This is an optimization exercise on Yosys and OpenROAD, whose aim is small area, a short achievable clock period and few clock cycles per item, not a production implementation. At most, simulation tests tie the RTL to the original design; equivalence was not proved. Power and IR drop assume default switching activity.

## the reference run
// axi_slave_mem
module axi_slave_mem #(
    parameter int ADDR_WIDTH = 32,
    parameter int DATA_WIDTH = 32,
    parameter int MEM_DEPTH  = 64
) (
    input  logic                    aclk,
    input  logic                    arst,
    input  logic [3:0]              awid,
    input  logic [ADDR_WIDTH-1:0]   awaddr,
    input  logic [3:0]              awlen,
    input  logic [2:0]              awsize,
    input  logic [1:0]              awburst,
    input  logic [1:0]              awlock,
    input  logic [1:0]              awcache,
    input  logic [1:0]              awprot,
    input  logic                    awvalid,
    output logic                    awready,
    input  logic [3:0]              wid,
    input  logic [DATA_WIDTH-1:0]   wdata,
    input  logic [DATA_WIDTH/8-1:0] wstrb,
    input  logic                    wlast,
    input  logic                    wvalid,
    output logic                    wready,
    output logic [3:0]              bid,
    output logic [1:0]              bresp,
    output logic                    bvalid,
    input  logic                    bready,
    input  logic [3:0]              arid,
    input  logic [ADDR_WIDTH-1:0]   araddr,
    input  logic [3:0]              arlen,
    input  logic [2:0]              arsize,
    input  logic [1:0]              arburst,
    input  logic [1:0]              arlock,
    input  logic [1:0]              arcache,
    input  logic [1:0]              arprot,
    input  logic                    arvalid,
    output logic                    arready,
    output logic [3:0]              rid,
    output logic [DATA_WIDTH-1:0]   rdata,
    output logic [1:0]              rresp,
    output logic                    rlast,
    output logic                    rvalid,
    input  logic                    rready
);
For scale: about 2,400 flip-flops, ~200 I/O pins, ~90,000 um2 of cells after synthesis.
Settings: LEC_CHECK=0, CAP_MARGIN=20, CORE_MARGIN=2, CORE_UTILIZATION=55, CTS_CLUSTER_DIAMETER=70, CTS_CLUSTER_SIZE=24, PLACE_DENSITY=0.65, SETUP_SLACK_MARGIN=5, SLEW_MARGIN=20, SYNTH_MEMORY_MAX_BITS=16384; clock period 8.0 ns.
run.sh (not shown) runs the stock make flow with config.mk's settings and CLKGATE_MAP_FILE= SYNTH_SCRIPT=/design/flow/synth_recipe.tcl, a recipe that flattens the netlist after the stock synthesis.
For the trial run, these inputs were changed with respect to the reference run:
Settings: changing CTS_CLUSTER_DIAMETER from 70 to 80; changing SETUP_SLACK_MARGIN from 5 to 4.75; changing CTS_CLUSTER_SIZE from 24 to 30.
## What came out
- Looking at launch point of the worst path, the m_we$_DFF_PN0_ result is from the trial run; the m_widx[3]$_DFF_P_ one comes from the reference run.
- Re number of pins exceeding their max-slew limit in the final report: no difference whatsoever between the trial run and the reference run.
- The trial run reached the end of the flow, and the finished layout is clean on the timing, DRC and antenna checks.
- Proportion of power drawn by combinational gates (the trial run over the reference run): decrease, 1.6 points
- Sort the trial run and the reference run by maximum frequency, ascending, and the trial run comes first.
No functional check of the RTL was part of any run of this note.

========
Another version of the RTL of axi_slave_mem (not shown whole).
Size: roughly 5400 cells after synthesis, about 200 I/O pins, roughly 0.089 mm2 of cells after synthesis.
==> flow/config.mk <==
export PLATFORM = sky130hd
export DESIGN_NAME = axi_slave_mem
export DESIGN_NICKNAME = axi_slave_mem
export VERILOG_FILES = /design/flow/design.v
export SDC_FILE = /design/flow/constraint.sdc
export NUM_CORES = 4
export LEC_CHECK = 0
export CAP_MARGIN = 20
export CORE_MARGIN = 2
export CORE_UTILIZATION = 60
export CTS_CLUSTER_DIAMETER = 50
export CTS_CLUSTER_SIZE = 20
export PLACE_DENSITY = 0.7
export SETUP_SLACK_MARGIN = 4
export SLEW_MARGIN = 20
export SYNTH_MEMORY_MAX_BITS = 16384
==> flow/constraint.sdc <==
create_clock -name core_clock -period 8.0 [get_ports {aclk}]
set_input_delay 1.6000 -clock core_clock [delete_from_list [all_inputs] [get_ports {aclk}]]
set_output_delay 1.6000 -clock core_clock [all_outputs]
set_load 0.01 [all_outputs]
The baseline passed the timing, DRC and antenna checks.
Rerun with:
--- a/flow/config.mk
+++ b/flow/config.mk
@@ -9,6 +9,6 @@
 export CORE_MARGIN = 2
-export CORE_UTILIZATION = 60
-export CTS_CLUSTER_DIAMETER = 50
-export CTS_CLUSTER_SIZE = 20
-export PLACE_DENSITY = 0.7
+export CORE_UTILIZATION = 25
+export CTS_CLUSTER_DIAMETER = 80
+export CTS_CLUSTER_SIZE = 30
+export PLACE_DENSITY = 0.35
 export SETUP_SLACK_MARGIN = 4
Via count fell by a few percent.
Routed wire length rose by a quarter to a third.
Utilization fell by 42 points.
No functional check of the RTL was part of any run of this note.

========
Another version of the RTL of axi_slave_mem (not shown whole).
For scale: ~89000 um^2 of cells after synthesis.
export LEC_CHECK = 0
export CAP_MARGIN = 20
export CORE_MARGIN = 2
export CORE_UTILIZATION = 55
export CTS_CLUSTER_DIAMETER = 75
export CTS_CLUSTER_SIZE = 26
export PLACE_DENSITY = 0.65
export SETUP_SLACK_MARGIN = 5
export SLEW_MARGIN = 20
export SYNTH_MEMORY_MAX_BITS = 16384
create_clock -name core_clock -period 8.0 [get_ports {aclk}]
The baseline completed without violations.
Testbench counts at the start, summed over its fixed seeds: cycles 22,070, beats 28,664.
Next try:
Settings changed: CTS_CLUSTER_DIAMETER 75 to 80, CTS_CLUSTER_SIZE 26 to 30.
Effect:
- non-clock buffer count falls by 10
- cell count falls by 0.38%
- sequential share of layout area rises by 0.30 points
- routed wire length barely changes

========
## job 3777
axi_slave_mem, a different RTL version from the one above (not shown whole).
Size: ~89000 um2 of cells after synthesis.
make LEC_CHECK=0 CAP_MARGIN=20 CORE_MARGIN=2 CORE_UTILIZATION=25 PLACE_DENSITY=0.35 SETUP_SLACK_MARGIN=4 SLEW_MARGIN=20 SYNTH_MEMORY_MAX_BITS=16384 finish   # period 8.0 ns
Job 3777 ended with every stage complete and zero timing, DRC or antenna violations.
Edits applied to the flow inputs when going from job 3777 to job 1595:
- SETUP_SLACK_MARGIN: 4 -> 5
[summary]
Diff job 3777 -> job 1595: layout clock buffer count now larger; count of antenna-violating nets left after detailed routing comparable; maximum frequency now larger.
Taking job 3777 as the reference point, the setup slack of job 1595 rises by 0.23 ns.
Job 1595 vs job 3777, power share of the clock group went down by 0.7 points.
Looking at cell with the biggest individual delay on the critical path, the sky130_fd_sc_hd__or4_1 result is from job 3777; the sky130_fd_sc_hd__clkdlybuf4s50_1 one comes from job 1595.
Count of cell instances traversed by the critical path: job 1595 > job 3777
No functional check of the RTL was part of any run of this note.

========
Setup of old:
Another version of the RTL of axi_slave_mem (not shown whole).
Size: about 5200 cells after synthesis, ~2400 flip-flops, ~200 I/O pins, ~0.090 mm² of cells after synthesis.
export LEC_CHECK = 0
export CAP_MARGIN = 20
export CORE_MARGIN = 2
export CORE_UTILIZATION = 45
export CTS_CLUSTER_DIAMETER = 80
export CTS_CLUSTER_SIZE = 30
export PLACE_DENSITY = 0.55
export SETUP_SLACK_MARGIN = 5
export SLEW_MARGIN = 20
export SYNTH_MEMORY_MAX_BITS = 16384
export TNS_END_PERCENT = 10
create_clock -name core_clock -period 8.0 [get_ports {aclk}]
old: PASS, flow complete, no timing, DRC or antenna violations
Testbench counts of old, summed over its fixed seeds: cycles 22,070, beats 28,664.
diff inputs: old => new
Settings: CORE_UTILIZATION: 45 -> 62; PLACE_DENSITY: 0.55 -> 0.72; TNS_END_PERCENT: 10 -> unset.
### Flow results
- new vs. old: area added between synthesis and finish dropped 1.6 points; setup slack on the worst flop-to-flop path climbed 200 ps; sequential share of cell area climbed 1.0 points.

========
cedar:
axi_slave_mem, a different RTL version from the one above (not shown whole).
For scale: about 5300 cells after synthesis, ~2400 flip-flops.
==> flow/config.mk <==
export PLATFORM = sky130hd
export DESIGN_NAME = axi_slave_mem
export DESIGN_NICKNAME = axi_slave_mem
export VERILOG_FILES = /design/flow/design.v
export SDC_FILE = /design/flow/constraint.sdc
export NUM_CORES = 4
export LEC_CHECK = 0
export CAP_MARGIN = 20
export CORE_MARGIN = 2
export CORE_UTILIZATION = 25
export PLACE_DENSITY = 0.35
export SETUP_SLACK_MARGIN = 5
export SLEW_MARGIN = 20
export SYNTH_MEMORY_MAX_BITS = 16384
==> flow/constraint.sdc <==
create_clock -name core_clock -period 8.0 [get_ports {aclk}]
set_input_delay 1.6000 -clock core_clock [delete_from_list [all_inputs] [get_ports {aclk}]]
set_output_delay 1.6000 -clock core_clock [all_outputs]
set_load 0.01 [all_outputs]
cedar has completed all stages; timing, DRC and antenna checks passed.
Testbench counts of cedar, summed over its fixed seeds: cycles 22,070, beats 28,664.
What pine does differently from cedar at the input level:
diff --git a/flow/config.mk b/flow/config.mk
--- a/flow/config.mk
+++ b/flow/config.mk
@@ -11,3 +11,3 @@
 export PLACE_DENSITY = 0.35
-export SETUP_SLACK_MARGIN = 5
+export SETUP_SLACK_MARGIN = 4
 export SLEW_MARGIN = 20
The higher endpoint required time on the critical path of cedar and pine is in cedar. The higher power of cedar and pine is in cedar. pine: clock skew 5.1 ps above cedar. In the tables for cedar and pine, number of signal-net inverters in the final layout reads higher with cedar. On relative slew slack, cedar beats pine.

==> port drivers added, routing unchanged <==
The results above use ideal ports. As a check the final layouts listed here were re-extracted and re-timed, cells and wires unchanged. Step 1 sets driving cells, clkbuf_16 on the clock port and buf_2 on the other inputs (assumed; they add their load-dependent delay and slew). Step 2 moves the port delays by t, midway between the first and last clock arrival at a register: inputs arrive t later, outputs are due t later. That takes back most of the time a late clock gives input paths. a / b / c = ideal / step 1 / step 2; a / b = the first two.
| run | shift t [ns] | slack for setup (ns) | worst hold slack (ns) | cell pins on the clock port's net |
|---|---|---|---|---|
| the reference run | 0.880 | 4.747 / 4.747 / 3.944 | 0.419 / 0.419 / 0.419 | 1 |
| the trial run | 0.899 | 4.553 / 4.553 / 3.873 | 0.434 / 0.434 / 0.434 | 1 |
| the first run of note 2 | 0.941 | 3.918 / 3.972 / 3.032 | 0.428 / 0.428 / 0.428 | 1 |
| the second run of note 2 | 0.990 | 3.792 / 3.792 / 3.002 | 0.431 / 0.431 / 0.431 | 1 |
| the first run of note 3 | 0.901 | 4.798 / 4.849 / 3.949 | 0.425 / 0.425 / 0.425 | 1 |
| the second run of note 3 | 0.894 | 4.773 / 4.821 / 3.927 | 0.427 / 0.427 / 0.427 | 1 |
| job 3777 | 0.988 | 3.951 / 3.951 / 3.077 | 0.419 / 0.419 / 0.419 | 1 |
| job 1595 | 1.014 | 4.181 / 4.256 / 3.242 | 0.421 / 0.421 / 0.421 | 1 |
| old | 0.901 | 4.553 / 4.553 / 3.871 | 0.427 / 0.427 / 0.427 | 1 |
| new | 0.891 | 4.728 / 4.745 / 3.881 | 0.415 / 0.415 / 0.415 | 1 |
| cedar | 1.024 | 4.345 / 4.397 / 3.389 | 0.414 / 0.414 / 0.414 | 1 |
| pine | 1.010 | 4.085 / 4.135 / 3.156 | 0.413 / 0.413 / 0.413 | 1 |
After both steps every run listed still meets setup and hold. For cedar, which loses most, drivers alone change the setup slack by +0.052 ns; drivers and shift together by -0.956 ns.
